From an optimization exercise on the open Yosys and OpenROAD flow, aimed at small area, a short achievable clock period and few clock cycles per item; shortcuts taken in it are not production practice.
Function was checked by simulation only, so behaviour that the tests miss may differ from the original.

==> 02-01 <==
==> flow/design.v <==
package mpfb_pkg;
  localparam int DEF_SCREEN_WIDTH  = 128;
  localparam int DEF_SCREEN_HEIGHT = 64;
  localparam int CMD_W    = 3;
  localparam int X_W      = 7;
  localparam int Y_W      = 6;
  localparam int RECT_W_W = 8;
  localparam int RECT_H_W = 7;
  localparam int COLOR_W  = 2;
  localparam int BIDX_W   = 10;
  localparam int DATA_W   = 8;
  localparam int STATUS_W = 1;
  localparam int PAGE_ROWS = 8;
  localparam int ROW_SEL_W = 3;
  localparam logic [DATA_W-1:0] FILL_ONES = 8'hFF;
  typedef enum logic [CMD_W-1:0] {
    CMD_CLEAR = 3'd0,
    CMD_FILL  = 3'd1,
    CMD_PIXEL = 3'd2,
    CMD_HLINE = 3'd3,
    CMD_VLINE = 3'd4,
    CMD_RECT  = 3'd5,
    CMD_READ  = 3'd6
  } cmd_t;
  typedef enum logic [COLOR_W-1:0] {
    PEN_OFF  = 2'd0,
    PEN_ON   = 2'd1,
    PEN_FLIP = 2'd2
  } color_t;
  localparam logic [COLOR_W-1:0] PEN_NONE = 2'd3;
  typedef enum logic [2:0] {
    ST_SWEEP,
    ST_IDLE,
    ST_RD,
    ST_WR,
    ST_FIN
  } state_t;
endpackage
import mpfb_pkg::*;
module mono_page_framebuffer_draw_core #(
  parameter int SCREEN_WIDTH  = mpfb_pkg::DEF_SCREEN_WIDTH,
  parameter int SCREEN_HEIGHT = 32
) (
  input  logic                            clk,
  input  logic                            rst_n,
  input  logic                            in_valid,
  output logic                            in_ready,
  input  logic [mpfb_pkg::CMD_W-1:0]      in_command,
  input  logic [mpfb_pkg::X_W-1:0]        in_x_a,
  input  logic [mpfb_pkg::Y_W-1:0]        in_y_a,
  input  logic [mpfb_pkg::X_W-1:0]        in_x_b,
  input  logic [mpfb_pkg::Y_W-1:0]        in_y_b,
  input  logic [mpfb_pkg::RECT_W_W-1:0]   in_rect_w,
  input  logic [mpfb_pkg::RECT_H_W-1:0]   in_rect_h,
  input  logic [mpfb_pkg::COLOR_W-1:0]    in_color,
  input  logic [mpfb_pkg::BIDX_W-1:0]     in_byte_index,
  output logic                            out_valid,
  input  logic                            out_ready,
  output logic [mpfb_pkg::DATA_W-1:0]     out_read_data,
  output logic [mpfb_pkg::STATUS_W-1:0]   out_status
);
  localparam int PAGE_COUNT  = SCREEN_HEIGHT / PAGE_ROWS;    
  localparam int STORE_BYTES = SCREEN_WIDTH * PAGE_COUNT;    
  localparam int AW          = $clog2(STORE_BYTES);          
  localparam int CW          = $clog2(SCREEN_WIDTH);         
  localparam int RW          = $clog2(SCREEN_HEIGHT);        
  localparam int PW          = AW - CW;                      
  localparam int LIMIT       = 5;
  localparam int QD          = LIMIT - 1;
  localparam int NW          = $clog2(LIMIT + 1);
  logic in_fire, out_fire;
  logic in_ready_r;
  assign in_fire = in_valid && in_ready_r;
  logic [CW-1:0] n_xlo, n_xhi;
  logic [RW-1:0] n_ylo, n_yhi;
  logic [8:0]    rx_end;
  logic [7:0]    ry_end;
  always_comb begin
    rx_end = {2'b00, in_x_a} + {1'b0, in_rect_w} - 9'd1;
    ry_end = {2'b00, in_y_a} + {1'b0, in_rect_h} - 8'd1;
    n_xlo  = in_x_a;
    n_xhi  = in_x_a;
    n_ylo  = in_y_a[RW-1:0];
    n_yhi  = in_y_a[RW-1:0];
    unique case (in_command)
      CMD_CLEAR, CMD_FILL: begin
        n_xlo = '0;
        n_xhi = '1;
        n_ylo = '0;
        n_yhi = '1;
      end
      CMD_HLINE: begin
        if (in_x_a > in_x_b) n_xlo = in_x_b;
        else                 n_xhi = in_x_b;
      end
      CMD_VLINE: begin
        if (in_y_a > in_y_b) n_ylo = in_y_b[RW-1:0];
        else                 n_yhi = in_y_b[RW-1:0];
      end
      CMD_RECT: begin
        n_xhi = rx_end[CW-1:0];
        n_yhi = ry_end[RW-1:0];
      end
      CMD_READ: begin
        n_xlo = in_byte_index[CW-1:0];
        n_xhi = in_byte_index[CW-1:0];
      end
      default: begin
      end
    endcase
  end
  logic               b_v, b_clrscr;
  logic [CMD_W-1:0]   b_cmd;
  logic [COLOR_W-1:0] b_pen;
  logic               b_ya5, b_yb5, b_i9, b_wnz, b_hnz, b_xovf, b_yovf;
  logic [CW-1:0]      b_xlo, b_xhi;
  logic [RW-1:0]      b_ylo, b_yhi;
  logic [PW-1:0]      b_page;
  always_ff @(posedge clk) begin
    if (!rst_n) begin
      b_v      <= 1'b0;
      b_clrscr <= 1'b1;
      b_xlo    <= '0;
      b_xhi    <= '1;
      b_ylo    <= '0;
      b_yhi    <= '1;
    end else begin
      b_v      <= in_fire;
      b_clrscr <= 1'b0;
      b_xlo    <= n_xlo;
      b_xhi    <= n_xhi;
      b_ylo    <= n_ylo;
      b_yhi    <= n_yhi;
    end
    b_cmd  <= in_command;
    b_pen  <= in_color;
    b_ya5  <= in_y_a[5];
    b_yb5  <= in_y_b[5];
    b_i9   <= in_byte_index[9];
    b_wnz  <= in_rect_w != '0;
    b_hnz  <= in_rect_h != '0;
    b_xovf <= rx_end[8:7] != '0;
    b_yovf <= ry_end[7:5] != '0;
    b_page <= in_byte_index[AW-1:CW];
  end
  logic               s_bad, s_wr, s_rd, s_clr, s_set;
  logic [COLOR_W-1:0] pen;
  always_comb begin
    s_bad = 1'b0;
    s_wr  = 1'b0;
    s_rd  = 1'b0;
    pen   = b_pen;
    unique case (b_cmd)
      CMD_CLEAR, CMD_FILL: begin
        s_wr = 1'b1;
        pen  = (b_cmd == CMD_FILL) ? PEN_ON : PEN_OFF;
      end
      CMD_PIXEL, CMD_HLINE: begin
        s_bad = b_ya5;
        s_wr  = 1'b1;
      end
      CMD_VLINE: begin
        s_bad = b_ya5 || b_yb5;
        s_wr  = 1'b1;
      end
      CMD_RECT: begin
        s_bad = b_ya5 || (b_wnz && b_xovf) || (b_hnz && b_yovf);
        s_wr  = b_wnz && b_hnz;
      end
      CMD_READ: begin
        s_bad = b_i9;
        s_rd  = !b_i9;
      end
      default: begin
      end
    endcase
    s_wr  = (b_v && s_wr && !s_bad && (pen != PEN_NONE)) || b_clrscr;
    s_clr = (pen == PEN_OFF) || (pen == PEN_FLIP) || b_clrscr;    
    s_set = ((pen == PEN_ON) || (pen == PEN_FLIP)) && !b_clrscr;   
  end
  logic                     c_v, c_rd, c_bad;
  logic [PW-1:0]            c_page;
  logic [SCREEN_WIDTH-1:0]  c_col;
  logic [SCREEN_HEIGHT-1:0] c_rclr, c_rset;
  always_ff @(posedge clk) begin
    for (int x = 0; x < SCREEN_WIDTH; x++) begin
      c_col[x] <= (CW'(x) >= b_xlo) && (CW'(x) <= b_xhi);
    end
    for (int y = 0; y < SCREEN_HEIGHT; y++) begin
      c_rclr[y] <= s_wr && s_clr && (RW'(y) >= b_ylo) && (RW'(y) <= b_yhi);
      c_rset[y] <= s_wr && s_set && (RW'(y) >= b_ylo) && (RW'(y) <= b_yhi);
    end
    c_v    <= b_v && rst_n;
    c_rd   <= b_v && s_rd;
    c_bad  <= s_bad;
    c_page <= b_page;
  end
  logic [SCREEN_WIDTH-1:0] fb [SCREEN_HEIGHT];
  always_ff @(posedge clk) begin
    for (int y = 0; y < SCREEN_HEIGHT; y++) begin
      fb[y] <= (fb[y] | (c_col & {SCREEN_WIDTH{c_rset[y]}})) &
               ~(fb[y] & c_col & {SCREEN_WIDTH{c_rclr[y]}});
    end
  end
  logic                     d_v, d_rd, d_bad;
  logic [PW-1:0]            d_page;
  logic [SCREEN_HEIGHT-1:0] d_row;
  always_ff @(posedge clk) begin
    for (int y = 0; y < SCREEN_HEIGHT; y++) begin
      d_row[y] <= |(fb[y] & c_col);
    end
    d_v    <= c_v && rst_n;
    d_rd   <= c_rd;
    d_bad  <= c_bad;
    d_page <= c_page;
  end
  logic [DATA_W-1:0] d_data;
  always_comb begin
    for (int r = 0; r < PAGE_ROWS; r++) begin
      d_data[r] = d_rd && d_row[{d_page, 3'(r)}];
    end
  end
  localparam int QW = $clog2(QD);
  logic              o_v;
  logic [DATA_W-1:0] o_data;
  logic              o_st;
  logic [DATA_W:0]   q_d [QD];
  logic [QW-1:0]     q_wp, q_rp;
  logic [$clog2(QD+1)-1:0] q_n;
  logic [NW-1:0]     cnt, cnt_nxt;
  logic              o_free, q_empty, q_pop, q_push;
  assign out_fire = o_v && out_ready;
  assign o_free   = !o_v || out_ready;
  assign q_empty  = (q_n == '0);
  assign q_pop    = o_free && !q_empty;
  assign q_push   = d_v && !(o_free && q_empty);
  assign cnt_nxt  = cnt + (in_fire ? 1'b1 : 1'b0) - (out_fire ? 1'b1 : 1'b0);
  always_ff @(posedge clk) begin
    if (!rst_n) begin
      o_v        <= 1'b0;
      q_n        <= '0;
      q_wp       <= '0;
      q_rp       <= '0;
      cnt        <= '0;
      in_ready_r <= 1'b1;
    end else begin
      if (o_free) o_v <= !q_empty || d_v;
      q_n        <= q_n + (q_push ? 1'b1 : 1'b0) - (q_pop ? 1'b1 : 1'b0);
      if (q_push) q_wp <= q_wp + 1'b1;
      if (q_pop)  q_rp <= q_rp + 1'b1;
      cnt        <= cnt_nxt;
      in_ready_r <= cnt_nxt < NW'(LIMIT);
    end
    if (o_free) begin
      if (!q_empty) {o_st, o_data} <= q_d[q_rp];
      else          {o_st, o_data} <= {d_bad, d_data};
    end
    if (d_v) q_d[q_wp] <= {d_bad, d_data};
  end
  assign in_ready      = in_ready_r;
  assign out_valid     = o_v;
  assign out_read_data = o_data;
  assign out_status    = o_st;
endmodule
==> flow/flow/run.sh <==
#!/bin/bash
# The standard layout (the standard.sh, unchanged synthesis), with the port buffers made
# of buf_4 cells instead of the delay cells buffer_ports picks on its own.
set -o pipefail
cd "$(dirname "$0")/.."
echo 'export BUFFER_PORTS_ARGS = -buffer_cell sky130_fd_sc_hd__buf_4' >> config.mk
export BUFFER_PORTS_ARGS="-buffer_cell sky130_fd_sc_hd__buf_4"
cp standard.sh standard.sh.log.txt 2>/dev/null
bash standard.sh > standard.log 2>&1
==> flow/standard.sh <==
#!/bin/bash
# synth_recipe.tcl (not shown) runs the flow's synth.tcl, then flattens the netlist and writes it again
# the make line also repeats each setting of config.mk as NAME=value (left out here)
make -C /OpenROAD-flow-scripts/flow DESIGN_CONFIG=/design/flow/config.mk WORK_HOME=/design/flow/orfs CLKGATE_MAP_FILE= SYNTH_SCRIPT=/design/flow/synth_recipe.tcl "${@:-finish}"
==> flow/config.mk <==
export PLATFORM = sky130hd
export DESIGN_NAME = mono_page_framebuffer_draw_core
export DESIGN_NICKNAME = mono_page_framebuffer_draw_core
export VERILOG_FILES = /design/flow/design.v
export SDC_FILE = /design/flow/constraint.sdc
export NUM_CORES = 4
export LEC_CHECK = 0
export CAP_MARGIN = 20
export CORE_MARGIN = 2
export CORE_UTILIZATION = 50
export CTS_CLUSTER_DIAMETER = 60
export CTS_CLUSTER_SIZE = 24
export PLACE_DENSITY = 0.62
export SETUP_SLACK_MARGIN = 5
export SLEW_MARGIN = 20
export BUFFER_PORTS_ARGS = -buffer_cell sky130_fd_sc_hd__buf_4
==> flow/constraint.sdc <==
create_clock -name core_clock -period 8.0 [get_ports {clk}]
set_input_delay 1.6000 -clock core_clock [delete_from_list [all_inputs] [get_ports {clk}]]
set_output_delay 1.6000 -clock core_clock [all_outputs]
set_load 0.01 [all_outputs]
==> inputs of 04-09, as changes to 02-01 <==
==> flow/design.v, changed modules only <==
module mono_page_framebuffer_draw_core #(
  parameter int SCREEN_WIDTH  = mpfb_pkg::DEF_SCREEN_WIDTH,
  parameter int SCREEN_HEIGHT = 32
) (
  input  logic                            clk,
  input  logic                            rst_n,
  input  logic                            in_valid,
  output logic                            in_ready,
  input  logic [mpfb_pkg::CMD_W-1:0]      in_command,
  input  logic [mpfb_pkg::X_W-1:0]        in_x_a,
  input  logic [mpfb_pkg::Y_W-1:0]        in_y_a,
  input  logic [mpfb_pkg::X_W-1:0]        in_x_b,
  input  logic [mpfb_pkg::Y_W-1:0]        in_y_b,
  input  logic [mpfb_pkg::RECT_W_W-1:0]   in_rect_w,
  input  logic [mpfb_pkg::RECT_H_W-1:0]   in_rect_h,
  input  logic [mpfb_pkg::COLOR_W-1:0]    in_color,
  input  logic [mpfb_pkg::BIDX_W-1:0]     in_byte_index,
  output logic                            out_valid,
  input  logic                            out_ready,
  output logic [mpfb_pkg::DATA_W-1:0]     out_read_data,
  output logic [mpfb_pkg::STATUS_W-1:0]   out_status
);
  localparam int PAGE_COUNT  = SCREEN_HEIGHT / PAGE_ROWS;    
  localparam int STORE_BYTES = SCREEN_WIDTH * PAGE_COUNT;    
  localparam int AW          = $clog2(STORE_BYTES);          
  localparam int CW          = $clog2(SCREEN_WIDTH);         
  localparam int RW          = $clog2(SCREEN_HEIGHT);        
  localparam int PW          = AW - CW;                      
  localparam int LIMIT       = 5;
  localparam int QD          = LIMIT - 1;
  localparam int NW          = $clog2(LIMIT + 1);
  logic in_fire, out_fire;
  logic in_ready_r;
  assign in_fire = in_valid && in_ready_r;
  logic [CW-1:0] n_xlo, n_xhi;
  logic [RW-1:0] n_ylo, n_yhi;
  logic          n_bad, n_wr, n_rd, n_clr, n_set;
  logic [8:0]    rx_end;
  logic [7:0]    ry_end;
  logic [COLOR_W-1:0] pen;
  always_comb begin
    rx_end = {2'b00, in_x_a} + {1'b0, in_rect_w} - 9'd1;
    ry_end = {2'b00, in_y_a} + {1'b0, in_rect_h} - 8'd1;
    n_xlo  = in_x_a;
    n_xhi  = in_x_a;
    n_ylo  = in_y_a[RW-1:0];
    n_yhi  = in_y_a[RW-1:0];
    n_bad  = 1'b0;
    n_wr   = 1'b0;
    n_rd   = 1'b0;
    pen    = in_color;
    unique case (in_command)
      CMD_CLEAR, CMD_FILL: begin
        n_xlo = '0;
        n_xhi = '1;
        n_ylo = '0;
        n_yhi = '1;
        n_wr  = 1'b1;
        pen   = (in_command == CMD_FILL) ? PEN_ON : PEN_OFF;
      end
      CMD_PIXEL: begin
        n_bad = in_y_a[5];
        n_wr  = 1'b1;
      end
      CMD_HLINE: begin
        if (in_x_a > in_x_b) n_xlo = in_x_b;
        else                 n_xhi = in_x_b;
        n_bad = in_y_a[5];
        n_wr  = 1'b1;
      end
      CMD_VLINE: begin
        if (in_y_a > in_y_b) n_ylo = in_y_b[RW-1:0];
        else                 n_yhi = in_y_b[RW-1:0];
        n_bad = in_y_a[5] || in_y_b[5];
        n_wr  = 1'b1;
      end
      CMD_RECT: begin
        n_xhi = rx_end[CW-1:0];
        n_yhi = ry_end[RW-1:0];
        n_bad = in_y_a[5] || ((in_rect_w != '0) && (rx_end >= 9'(SCREEN_WIDTH))) ||
                ((in_rect_h != '0) && (ry_end >= 8'(SCREEN_HEIGHT)));
        n_wr  = (in_rect_w != '0) && (in_rect_h != '0);
      end
      CMD_READ: begin
        n_xlo = in_byte_index[CW-1:0];
        n_xhi = in_byte_index[CW-1:0];
        n_bad = in_byte_index[9];
        n_rd  = !in_byte_index[9];
      end
      default: begin
      end
    endcase
    n_wr  = n_wr && !n_bad && (pen != PEN_NONE);
    n_clr = (pen == PEN_OFF) || (pen == PEN_FLIP);    
    n_set = (pen == PEN_ON)  || (pen == PEN_FLIP);    
  end
  logic          b_v, b_wr, b_rd, b_bad, b_clr, b_set;
  logic [CW-1:0] b_xlo, b_xhi;
  logic [RW-1:0] b_ylo, b_yhi;
  logic [PW-1:0] b_page;
  always_ff @(posedge clk) begin
    if (!rst_n) begin
      b_v   <= 1'b0;
      b_wr  <= 1'b1;
      b_rd  <= 1'b0;
      b_clr <= 1'b1;
      b_set <= 1'b0;
      b_xlo <= '0;
      b_xhi <= '1;
      b_ylo <= '0;
      b_yhi <= '1;
    end else begin
      b_v   <= in_fire;
      b_wr  <= in_fire && n_wr;
      b_rd  <= in_fire && n_rd;
      b_clr <= n_clr;
      b_set <= n_set;
      b_xlo <= n_xlo;
      b_xhi <= n_xhi;
      b_ylo <= n_ylo;
      b_yhi <= n_yhi;
    end
    b_bad  <= n_bad;
    b_page <= in_byte_index[AW-1:CW];
  end
  logic                     c_v, c_rd, c_bad;
  logic [PW-1:0]            c_page;
  logic [SCREEN_WIDTH-1:0]  c_col;
  logic [SCREEN_HEIGHT-1:0] c_rclr, c_rset;
  always_ff @(posedge clk) begin
    for (int x = 0; x < SCREEN_WIDTH; x++) begin
      c_col[x] <= (CW'(x) >= b_xlo) && (CW'(x) <= b_xhi);
    end
    for (int y = 0; y < SCREEN_HEIGHT; y++) begin
      c_rclr[y] <= b_wr && b_clr && (RW'(y) >= b_ylo) && (RW'(y) <= b_yhi);
      c_rset[y] <= b_wr && b_set && (RW'(y) >= b_ylo) && (RW'(y) <= b_yhi);
    end
    c_v    <= b_v && rst_n;
    c_rd   <= b_rd;
    c_bad  <= b_bad;
    c_page <= b_page;
  end
  logic [SCREEN_WIDTH-1:0] fb [SCREEN_HEIGHT];
  always_ff @(posedge clk) begin
    for (int y = 0; y < SCREEN_HEIGHT; y++) begin
      fb[y] <= (fb[y] | (c_col & {SCREEN_WIDTH{c_rset[y]}})) &
               ~(fb[y] & c_col & {SCREEN_WIDTH{c_rclr[y]}});
    end
  end
  logic                     d_v, d_rd, d_bad;
  logic [PW-1:0]            d_page;
  logic [SCREEN_HEIGHT-1:0] d_row;
  always_ff @(posedge clk) begin
    for (int y = 0; y < SCREEN_HEIGHT; y++) begin
      d_row[y] <= |(fb[y] & c_col);
    end
    d_v    <= c_v && rst_n;
    d_rd   <= c_rd;
    d_bad  <= c_bad;
    d_page <= c_page;
  end
  logic [DATA_W-1:0] d_data;
  always_comb begin
    for (int r = 0; r < PAGE_ROWS; r++) begin
      d_data[r] = d_rd && d_row[{d_page, 3'(r)}];
    end
  end
  logic              o_v;
  logic [DATA_W-1:0] o_data;
  logic              o_st;
  logic [DATA_W:0]   q_d [QD];
  logic [$clog2(QD+1)-1:0] q_n;
  logic [NW-1:0]     cnt, cnt_nxt;
  logic              o_free, q_pop, q_push;
  assign out_fire = o_v && out_ready;
  assign o_free   = !o_v || out_ready;
  assign q_pop    = o_free && (q_n != '0);
  assign q_push   = d_v && !(o_free && (q_n == '0));
  assign cnt_nxt  = cnt + (in_fire ? 1'b1 : 1'b0) - (out_fire ? 1'b1 : 1'b0);
  always_ff @(posedge clk) begin
    if (!rst_n) begin
      o_v        <= 1'b0;
      q_n        <= '0;
      cnt        <= '0;
      in_ready_r <= 1'b1;
    end else begin
      if (o_free) o_v <= (q_n != '0) || d_v;
      q_n        <= q_n + (q_push ? 1'b1 : 1'b0) - (q_pop ? 1'b1 : 1'b0);
      cnt        <= cnt_nxt;
      in_ready_r <= cnt_nxt < NW'(LIMIT);
    end
    if (o_free) begin
      if (q_n != '0) {o_st, o_data} <= q_d[0];
      else           {o_st, o_data} <= {d_bad, d_data};
    end
    for (int i = 0; i < QD; i++) begin
      if (q_push && (int'(q_n) - (q_pop ? 1 : 0) == i)) begin
        q_d[i] <= {d_bad, d_data};
      end else if (q_pop && i + 1 < QD) begin
        q_d[i] <= q_d[i + 1];
      end
    end
  end
  assign in_ready      = in_ready_r;
  assign out_valid     = o_v;
  assign out_read_data = o_data;
  assign out_status    = o_st;
endmodule
==> flow/run.sh (new file) <==
#!/bin/bash
# synth_recipe.tcl (not shown) runs the flow's synth.tcl, then flattens the netlist and writes it again
# the make line also repeats each setting of config.mk as NAME=value (left out here)
make -C /OpenROAD-flow-scripts/flow DESIGN_CONFIG=/design/flow/config.mk WORK_HOME=/design/flow/orfs CLKGATE_MAP_FILE= SYNTH_SCRIPT=/design/flow/synth_recipe.tcl finish
Settings changed: BUFFER_PORTS_ARGS -buffer_cell sky130_fd_sc_hd__buf_4 to unset, CTS_BUF_LIST set to sky130_fd_sc_hd__clkbuf_8, CTS_CLUSTER_DIAMETER 60 to unset, CTS_CLUSTER_SIZE 24 to unset, SETUP_SLACK_MARGIN 5 to 4.5.
removed: flow/flow/run.sh
removed: flow/standard.sh
==> inputs of 02-12, as changes to 02-01 <==
Settings changed: CTS_CLUSTER_DIAMETER 60 to 70, CTS_CLUSTER_SIZE 24 to 32.
==> notes <==
- In synthesized area, 02-12 and 02-01 do not differ.
- Non-clock buffer count is the same in 02-01 and 02-12.
- Clock skew, lowest first: 02-01, 02-12, 04-09.
- Against 02-12, the fmax of 02-01 is larger by 1.7%.
- Sequential share of layout area: 04-09 is lower than 02-01 (0.76 points).
- In 04-09 the count of clock-buffer cells in the layout is higher than in 02-12, by 666.
- Flip-flop and latch count is the same in 02-12 and 02-01.
==> figures <==
| item | 04-09 | 02-01 | 02-12 |
|---|---|---|---|
| Number of sequential storage elements | 4415 | 4429 | 4429 |
| # clock sinks | 4415 | 4429 | 4429 |
| Routability congestion estimate from global placement | 0.997 | 0.980 | 0.980 |
| Syn avg cell area | 9.13 µm² | 9.14 µm² | 9.14 µm² |
| Adder and majority gate portion of the synthesized area | 0.401% | 0.400% | 0.400% |
| Number of distinct library cells after synthesis | 77 | 67 | 67 |
| Number of CTS-inserted buffers | 716 | 327 | 220 |
| Length of routed met2 wiring | 246000 µm | 246000 µm | 244000 µm |
| Outcome | finished clean | finished clean | finished clean |
| Reg-to-reg startpoint | c_col[83] | c_col[59] | b_xhi[6] |
| Number of flip-flops and latches in the synthesized netlist | 4415 | 4429 | 4429 |
| Final instance count without filler cells | 22400 | 21700 | 21500 |
| Effective utilization at floorplan | 50.1% | 50.2% | 50.2% |
| First-pass GRT wire length | 829000 µm | 816000 µm | 811000 µm |
| Clock input transition at the sequential cells of the worst setup and hold paths | 0.06 ns | 0.09 ns | 0.11 ns |
| Post-Place Worst Slack | 3.20 ns | 4.29 ns | 4.29 ns |
Testbench counts of 02-01, summed over its fixed seeds: cycles 2,432, items 2,400.
Testbench counts of 04-09, summed over its fixed seeds: cycles 2,432, items 2,400.
Testbench counts of 02-12, summed over its fixed seeds: cycles 2,432, items 2,400.

what the ideal ports hide:
How much do the figures lean on ideal ports? The routed layouts below were timed once more, with nothing changed but the port constraints. Step 1 assumes that a clkbuf_16 drives the clock port and a buf_2 every other input. Step 2 moves the port delays by t, midway between the first and last clock arrival at a register: inputs arrive t later, outputs are due t later. That takes back most of the time a late clock gives input paths. Three values: ideal, step 1, step 2; two values: the first two.
run	t (ns)	setup WS [ns]	clock arrival spread, ns
02-01	1.069	4.868 / 4.763 / 4.310	0.046 / 0.046
04-09	1.341	4.586 / 4.482 / 3.353	0.086 / 0.087
02-12	1.089	4.815 / 4.708 / 4.280	0.089 / 0.088
After both steps every run listed still meets setup and hold. The setup slack of 04-09, which loses most, moves by -0.104 ns with the drivers and by -1.233 ns with both steps.
